Source: an optimization exercise on an open RTL-to-GDS flow (aim: small area). Production flows keep margins and buffers that such runs may drop.
Only simulation tests tie the RTL to the original design; equivalence was not proved.
No activity file was given, so power comes from the tool's default toggle rates.

===== flow/run.sh =====
#!/bin/bash
# synth_recipe.tcl (not shown) runs the flow's synth.tcl, then flattens the netlist and writes it again
# the make line also repeats each setting of config.mk as NAME=value (left out here)
make -C /OpenROAD-flow-scripts/flow DESIGN_CONFIG=/design/flow/config.mk WORK_HOME=/design/flow/orfs CLKGATE_MAP_FILE= SYNTH_SCRIPT=/design/flow/synth_recipe.tcl finish

===== flow/constraint.sdc =====
create_clock -name core_clock -period 10.0 [get_ports {clk}]
set_input_delay 2.0000 -clock core_clock [delete_from_list [all_inputs] [get_ports {clk}]]
set_output_delay 2.0000 -clock core_clock [all_outputs]
set_load 0.01 [all_outputs]

===== flow/config.mk =====
export PLATFORM = sky130hd
export DESIGN_NAME = wdata_arbiter_top
export DESIGN_NICKNAME = wdata_arbiter_top
export VERILOG_FILES = /design/flow/design.v
export SDC_FILE = /design/flow/constraint.sdc
export NUM_CORES = 4
export LEC_CHECK = 0
export CAP_MARGIN = 20
export CORE_AREA = 10 10 270 270
export DIE_AREA = 0 0 280 280
export PLACE_DENSITY = 0.6
export SLEW_MARGIN = 20

===== flow/design.v =====
`default_nettype none
package wdata_arb_pkg;
    typedef logic [6-1:0]      wid_t;
    typedef logic [32-1:0]    wdata_t;
    typedef logic [4-1:0]    wstrb_t;
    typedef logic [8-1:0]     wlen_t;
    typedef logic [4-1:0] src_idx_t;
    typedef logic [9-1:0]   src_mask_t;
    typedef logic [3-1:0]  slot_mask_t;
    typedef enum logic [0:0] {
        ARB_FREE,
        ARB_HELD
    } arb_state_t;
endpackage
`default_nettype wire
`default_nettype none
module slot_tracker (
    input  logic                                     clk,
    input  logic                                     rst_n,
    input  logic                                     slot_valid,
    input  wdata_arb_pkg::wid_t                      slot_id,
    input  wdata_arb_pkg::wlen_t                     slot_wlen,
    input  logic [9*6-1:0]      src_wid,
    input  logic [9*32-1:0]    src_wdata,
    input  logic [9*4-1:0]    src_wstrb,
    input  wdata_arb_pkg::src_mask_t                 src_wlast,
    input  wdata_arb_pkg::src_mask_t                 src_valid,
    output logic                                     slot_req,
    output wdata_arb_pkg::src_idx_t                  slot_src_sel,
    output wdata_arb_pkg::wid_t                      slot_wid,
    output wdata_arb_pkg::wdata_t                    slot_wdata,
    output wdata_arb_pkg::wstrb_t                    slot_wstrb,
    output logic                                     slot_wlast,
    input  logic                                     slot_accept
);
    wdata_arb_pkg::src_mask_t match;
    wdata_arb_pkg::src_idx_t  sel;
    logic      valid_q;
    logic      valid_rise;
    wdata_arb_pkg::wlen_t     beat_cnt;
    wdata_arb_pkg::wlen_t     beat_cnt_eff;
    always_comb begin
        for (int i = 0; i < 9; i++) begin
            match[i] = slot_valid && src_valid[i] && (src_wid[i*6 +: 6] == slot_id);
        end
    end
    always_comb begin
        sel = '0;
        for (int i = 9 - 1; i >= 0; i--) begin
            if (match[i]) begin
                sel = wdata_arb_pkg::src_idx_t'(i);
            end
        end
    end
    assign slot_req     = |match;
    assign slot_src_sel = sel;
    assign slot_wid     = src_wid[sel*6 +: 6];
    assign slot_wdata   = src_wdata[sel*32 +: 32];
    assign slot_wstrb   = src_wstrb[sel*4 +: 4];
    always_ff @(posedge clk or negedge rst_n) begin
        if (!rst_n) begin
            valid_q <= 1'b0;
        end else begin
            valid_q <= slot_valid;
        end
    end
    assign valid_rise = slot_valid && !valid_q;
    assign beat_cnt_eff = valid_rise ? slot_wlen : beat_cnt;
    always_ff @(posedge clk or negedge rst_n) begin
        if (!rst_n) begin
            beat_cnt <= '0;
        end else if (valid_rise) begin
            beat_cnt <= (slot_accept && slot_wlen != '0) ? slot_wlen - wdata_arb_pkg::wlen_t'(1) : slot_wlen;
        end else if (slot_accept && beat_cnt != '0) begin
            beat_cnt <= beat_cnt - wdata_arb_pkg::wlen_t'(1);
        end
    end
    assign slot_wlast = src_wlast[sel] || (beat_cnt_eff == '0);
endmodule
`default_nettype wire
`default_nettype none
module rr_slot_arbiter (
    input  logic                      clk,
    input  logic                      rst_n,
    input  wdata_arb_pkg::slot_mask_t req,
    input  logic                      m_ready,
    output wdata_arb_pkg::slot_mask_t grant
);
    localparam int N = 3;
    wdata_arb_pkg::arb_state_t         state;
    wdata_arb_pkg::slot_mask_t         ptr;
    wdata_arb_pkg::slot_mask_t         grant_q;
    wdata_arb_pkg::slot_mask_t         grant_free;
    logic [2*N-1:0]     req_dbl;
    logic [2*N-1:0]     gnt_dbl;
    logic               beat_valid;
    assign req_dbl    = {req, req};
    assign gnt_dbl    = req_dbl & ~(req_dbl - {{N{1'b0}}, ptr});
    assign grant_free = gnt_dbl[2*N-1:N] | gnt_dbl[N-1:0];
    assign grant      = (state == wdata_arb_pkg::ARB_HELD) ? grant_q : grant_free;
    assign beat_valid = |grant;
    always_ff @(posedge clk or negedge rst_n) begin
        if (!rst_n) begin
            state   <= wdata_arb_pkg::ARB_FREE;
            grant_q <= '0;
        end else begin
            case (state)
                wdata_arb_pkg::ARB_FREE: begin
                    if (beat_valid && !m_ready) begin
                        state   <= wdata_arb_pkg::ARB_HELD;
                        grant_q <= grant_free;
                    end
                end
                wdata_arb_pkg::ARB_HELD: begin
                    if (m_ready) begin
                        state <= wdata_arb_pkg::ARB_FREE;
                    end
                end
                default: state <= wdata_arb_pkg::ARB_FREE;
            endcase
        end
    end
    always_ff @(posedge clk or negedge rst_n) begin
        if (!rst_n) begin
            ptr <= wdata_arb_pkg::slot_mask_t'(1);
        end else if (beat_valid && m_ready) begin
            ptr <= {grant[N-2:0], grant[N-1]};
        end
    end
endmodule
`default_nettype wire
`default_nettype none
module w_output_stage (
    input  wdata_arb_pkg::slot_mask_t                 grant,
    input  logic                                      m_ready,
    input  logic [3*4-1:0] s_sel,
    input  logic [3*6-1:0]      s_wid,
    input  logic [3*32-1:0]    s_wdata,
    input  logic [3*4-1:0]    s_wstrb,
    input  wdata_arb_pkg::slot_mask_t                 s_wlast,
    output wdata_arb_pkg::slot_mask_t                 s_accept,
    output wdata_arb_pkg::wid_t                       m_wid,
    output wdata_arb_pkg::wdata_t                     m_wdata,
    output wdata_arb_pkg::wstrb_t                     m_wstrb,
    output logic                                      m_wlast,
    output logic                                      m_valid,
    output wdata_arb_pkg::src_mask_t                  src_ready
);
    wdata_arb_pkg::slot_mask_t take;
    assign take     = grant & {3{m_ready}};
    assign s_accept = take;
    assign m_valid = |grant;
    always_comb begin
        m_wid     = '0;
        m_wdata   = '0;
        m_wstrb   = '0;
        m_wlast   = 1'b0;
        src_ready = '0;
        for (int s = 0; s < 3; s++) begin
            if (grant[s]) begin
                m_wid   = s_wid[s*6 +: 6];
                m_wdata = s_wdata[s*32 +: 32];
                m_wstrb = s_wstrb[s*4 +: 4];
                m_wlast = s_wlast[s];
            end
            if (take[s]) begin
                src_ready[s_sel[s*4 +: 4]] = 1'b1;
            end
        end
    end
endmodule
`default_nettype wire
`default_nettype none
module wdata_arbiter_top (
    input  logic                                   clk,
    input  logic                                   rst_n,
    input  logic [9*6-1:0]    src_wid,
    input  logic [9*32-1:0]  src_wdata,
    input  logic [9*4-1:0]  src_wstrb,
    input  logic [9-1:0]               src_wlast,
    input  logic [9-1:0]               src_valid,
    output logic [9-1:0]               src_ready,
    input  logic [3-1:0]              slot_valid,
    input  logic [3*6-1:0]   slot_id,
    input  logic [3*8-1:0]  slot_wlen,
    output logic [6-1:0]                  m_wid,
    output logic [32-1:0]                m_wdata,
    output logic [4-1:0]                m_wstrb,
    output logic                                   m_wlast,
    output logic                                   m_valid,
    input  logic                                   m_ready
);
    wdata_arb_pkg::slot_mask_t slot_req;
    wdata_arb_pkg::slot_mask_t grant;
    wdata_arb_pkg::slot_mask_t slot_accept;
    wdata_arb_pkg::slot_mask_t slot_wlast;
    logic [3*4-1:0] slot_src_sel;
    logic [3*6-1:0]      slot_wid;
    logic [3*32-1:0]    slot_wdata;
    logic [3*4-1:0]    slot_wstrb;
    for (genvar g = 0; g < 3; g++) begin : g_slot
        slot_tracker i_tracker (
            .clk          (clk),
            .rst_n        (rst_n),
            .slot_valid   (slot_valid[g]),
            .slot_id      (slot_id[g*6 +: 6]),
            .slot_wlen    (slot_wlen[g*8 +: 8]),
            .src_wid      (src_wid),
            .src_wdata    (src_wdata),
            .src_wstrb    (src_wstrb),
            .src_wlast    (src_wlast),
            .src_valid    (src_valid),
            .slot_req     (slot_req[g]),
            .slot_src_sel (slot_src_sel[g*4 +: 4]),
            .slot_wid     (slot_wid[g*6 +: 6]),
            .slot_wdata   (slot_wdata[g*32 +: 32]),
            .slot_wstrb   (slot_wstrb[g*4 +: 4]),
            .slot_wlast   (slot_wlast[g]),
            .slot_accept  (slot_accept[g])
        );
    end
    rr_slot_arbiter i_arbiter (
        .clk     (clk),
        .rst_n   (rst_n),
        .req     (slot_req),
        .m_ready (m_ready),
        .grant   (grant)
    );
    w_output_stage i_output (
        .grant     (grant),
        .m_ready   (m_ready),
        .s_sel     (slot_src_sel),
        .s_wid     (slot_wid),
        .s_wdata   (slot_wdata),
        .s_wstrb   (slot_wstrb),
        .s_wlast   (slot_wlast),
        .s_accept  (slot_accept),
        .m_wid     (m_wid),
        .m_wdata   (m_wdata),
        .m_wstrb   (m_wstrb),
        .m_wlast   (m_wlast),
        .m_valid   (m_valid),
        .src_ready (src_ready)
    );
endmodule
`default_nettype wire

==> notes.md <==
==> through the flow <==
stage	setup slack, ns	cells
2_1_floorplan	2.237	2236
3_5_place_dp	0.4564	3482
3_3_place_gp	0.4507	3482
5_1_grt	0.1389	3499
6_report	0.3642	3507
4_1_cts	0.4586	3490
==> power by group through the flow <==
stage	registers [mW]	clock network, mW	logic (mW)
2_1_floorplan	0.193	0	0.620
3_3_place_gp	0.205	0	1.27
3_5_place_dp	0.206	0	1.27
4_1_cts	0.203	0.214	1.28
5_1_grt	0.209	0.217	1.38
6_report	0.204	0.210	1.30
==> final timing paths <==
check,startpoint,endpoint,cells after the start
worst max register to register,i_arbiter.ptr[1]$_DFFE_PN0P_,g_slot[2].i_tracker.beat_cnt[3]$_DFFE_PN0P_,11
min in group asynchronous,rst_n,g_slot[0].i_tracker.valid_q$_DFF_PN0_,1
max in group asynchronous,rst_n,g_slot[2].i_tracker.beat_cnt[7]$_DFFE_PN0P_,1
worst max-delay path,src_wid[29],m_wdata[0],17
worst min register to register,i_arbiter.grant_q[2]$_DFFE_PN0P_,i_arbiter.grant_q[2]$_DFFE_PN0P_,1
worst min-delay path,i_arbiter.grant_q[2]$_DFFE_PN0P_,i_arbiter.grant_q[2]$_DFFE_PN0P_,1
==> kinds of logic after synthesis <==
group	count (synthesis)
fa+ha+maj	18
buf+inv	276
xor+xnor	204
simple gates	798
mux	321
compound gates	585
flops	34
==> registers in the layout, summed over array words and instances (netlist names) <==
signal,count
i_arbiter.ptr,3
i_arbiter.state,1
g_slot.i_tracker.valid_q,3
g_slot.i_tracker.beat_cnt,24
i_arbiter.grant_q,3
==> per-layer routing <==
metal | GRT usage [%] | up-vias | share of wire [%]
met3 | 6.560 | 357 | 11
met4 | 12.32 | 28 | 5.3
li1 | - | 9240 | -
met2 | 40.19 | 1548 | 44
met1 | 31.66 | 10040 | 40
met5 | 0 | - | 0.16
==> area by class of cell <==
cell class | instances | area (sq um) | share of cell area (%)
clock buffer | 5 | 125.1 | 0.5693
sequential | 34 | 852.1 | 3.877
clock inverter | 3 | 68.82 | 0.3131
timing repair buffer | 618 | 6001 | 27.30
antenna | 17 | 42.54 | 0.1936
inverter | 31 | 116.4 | 0.5294
multi-input combinational | 1926 | 13680 | 62.25
tap | 873 | 1092 | 4.970
==> worst reg2reg max path, delay by kind of cell, from the launching register on <==
family | cells | cell delay, ns
compound gates | 2 | 0.54
xor+xnor | 1 | 0.17
buf+inv | 2 | 0.26
simple gates | 4 | 1.40
flops | 1 | 0.42
mux | 1 | 0.09
fa+ha+maj | 1 | 0.30
==> cell usage in the layout (no fill, tap or decap), drive strengths merged, types with 22 or more instances in the layout <==
cell,instances
a211oi,89
a21oi,43
a221oi,48
a22oi,46
a311oi,31
a31oi,36
and3,47
buf,123
clkdlybuf4s50,495
dfrtp,33
inv,30
mux2i,307
nand2,330
nand3,78
nand4,38
nor2,90
nor2b,62
nor3,43
nor4,43
o211ai,22
o21ai,71
o221ai,33
o22ai,63
xnor2,88
xor2,116
==> results.ini <==
[power]
clkPwrFrac_pct = 12.3
power_switching_mw = 0.7990
p_leak_nw = 7.655
powerDensity_nw_per_um2 = 77.93
power.total_mw = 1.713
sequentialPowerShare_pct = 11.9
vdd_drop_max_mv = 0.06911
p_comb_share_pct = 75.8
switching_share_pct = 46.64
internal_power_mw = 0.9139

[setup_path]
crit_chain = clkdlybuf4s50_1 > xor2_1 > or4_1 > nor4_2 > or4b_1 > nor4_4 > and2_1 > fa_1 > xor2_1 > a311oi_1 > or2_1 > buf_4 > nand3_1 > buf_4 > buf_4 > o22ai_1 > clkdlybuf4s50_1
max_stage_delay_ns = 0.66
critPathSlowestCell = clkdlybuf4s50_1
start_kind = primary input
critical-path-top-delay-family = buffers and inverters
crit_top_cell = buf_4
r2r_setup_slack_ns = 6.66
critical_path_arrival_ns = 7.64
crit_fanout = 14
critPathBufInv = 5
critPathKind = in2out
cp-end-kind = output port
critical_path_required_ns = 8.00

[die]
io_pins = 497
die_w_um = 280
die-height_um = 280
fp-row-count = 95
dieArea_sq_um = 78400
initial_core_util_pct = 23.29
core_sq_um = 67040

[synth]
synth_nets = 2698
synth_edf_count = 0
synth_top_family_by_area = compound AO/OA/AOI/OAI gates
netlist_area_sq_um = 15610
synth_seq_cells = 34
synth_common_cells = 330 x nand2_1, 307 x mux2i_1, 116 x xor2_1, 115 x clkbuf_1, 93 x buf_2
synthTopCellsByArea = mux2i_1 20%, nand2_1 7.9%, xor2_1 6.5%
yosys.area.top_type = mux2i_1
yosys.area.top_type_share_pct = 19.68
synthAdderAreaFrac_pct = 1.491
synthMuxAreaShare_pct = 20.91
yosysWarnings = 3
async_flop_share_pct = 100.0
seq_area_frac_synth_pct = 5.458
synth_xor_area_share_pct = 11.45
synthSimpleGateAreaFrac_pct = 25.31
synth_most_common_cell = nand2_1
synth-compound-area-share_pct = 27.63
synth_ff_type = dfrtp_1
netlist-cell-type-count = 83
postSynthCellCount = 2236
avgSynthCellArea_sq_um = 6.982

[cts]
cts_setup_buffers = 0
clock_latency_ns = 0.29
cts_made_buffers = 5
cts_max_level = 2
clockBufferDepth = 2
cts-resized-gates = 0
clockRootBuffer = clkbuf_16
cts.clk_slew.worst_paths_ns = 0.06
cts_hold_buf = 0
tritoncts = built
cts.sinks = 34

[sta]
whs_ns = 0.4836
fin_skew_ns = 0.007587
hold_viol = 0
maxSlewViolCount = 0
period_minus_slack_ns = 9.636
fin_tns_setup_ns = 0
worst_slew_pin_slew_ns = 1.096
rsz0062_at_grt = no
period_share_pct = 96.36
setup_viol = 0
slew_headroom_pct = 26.46
max_freq_ghz = 0.1038

[global_route]
grt_max_degree = 68
first_global_vias = 20750
grt_first_pass_wirelength_um = 148500
grt_antenna_before_repair = 28
grtUsageTotal_pct = 25.43
grt_remaining_overflow = 0

[final_layout]
nets = 3078
fin_util_pct = 32.78
syn2layout_area_growth_pct = 40.79
fill_cells = 7185
drive_gt1_share_pct = 7.146
final_cell_area_sq_um = 21980

[drt]
drt-total-wl_um = 106600
firstDrtPassIters = 6
vias = 21210
vias_per_cell = 6.048
drtIter0Drc = 2650
drc_errors = 0
wl_per_cell_um = 30.40
antenna_left = 0

[placed_design]
gp_congestion = 0.9930
io_buffers = 496
hpwlAfterDp_um = 81690
dpl_cell_area_sq_um = 21740

[outcome]
status = timing/DRC/antenna clean

[worst_hold_path]
hold_class = reg2reg

[job]
maxCapViolCount = 0

## afterwards: timing with drivers on the ports
No port has a modelled driver above. Below, the same layout with a new extraction and two added sets of constraints. Step 1, drivers: a clkbuf_16 drives clk and a buf_2 each remaining input, both assumed. Step 2 moves the port delays by t, midway between the first and last clock arrival at a register: inputs arrive t later, outputs are due t later. That takes back most of the time a late clock gives input paths. Slacks: no drivers / after step 1 / after step 2; pairs: no drivers / after step 1.
t, ns: 0.328
setup WS [ns]: 0.364 / 0.340 / 0.340
worst setup path at the end: input to output
slew at the worst register clock pin (ns): 0.06 / 0.06
pins driven straight from the clock port: 1
After both steps setup and hold are still met in this run. For this run, drivers alone change the setup slack by -0.024 ns; drivers and shift together by -0.024 ns.
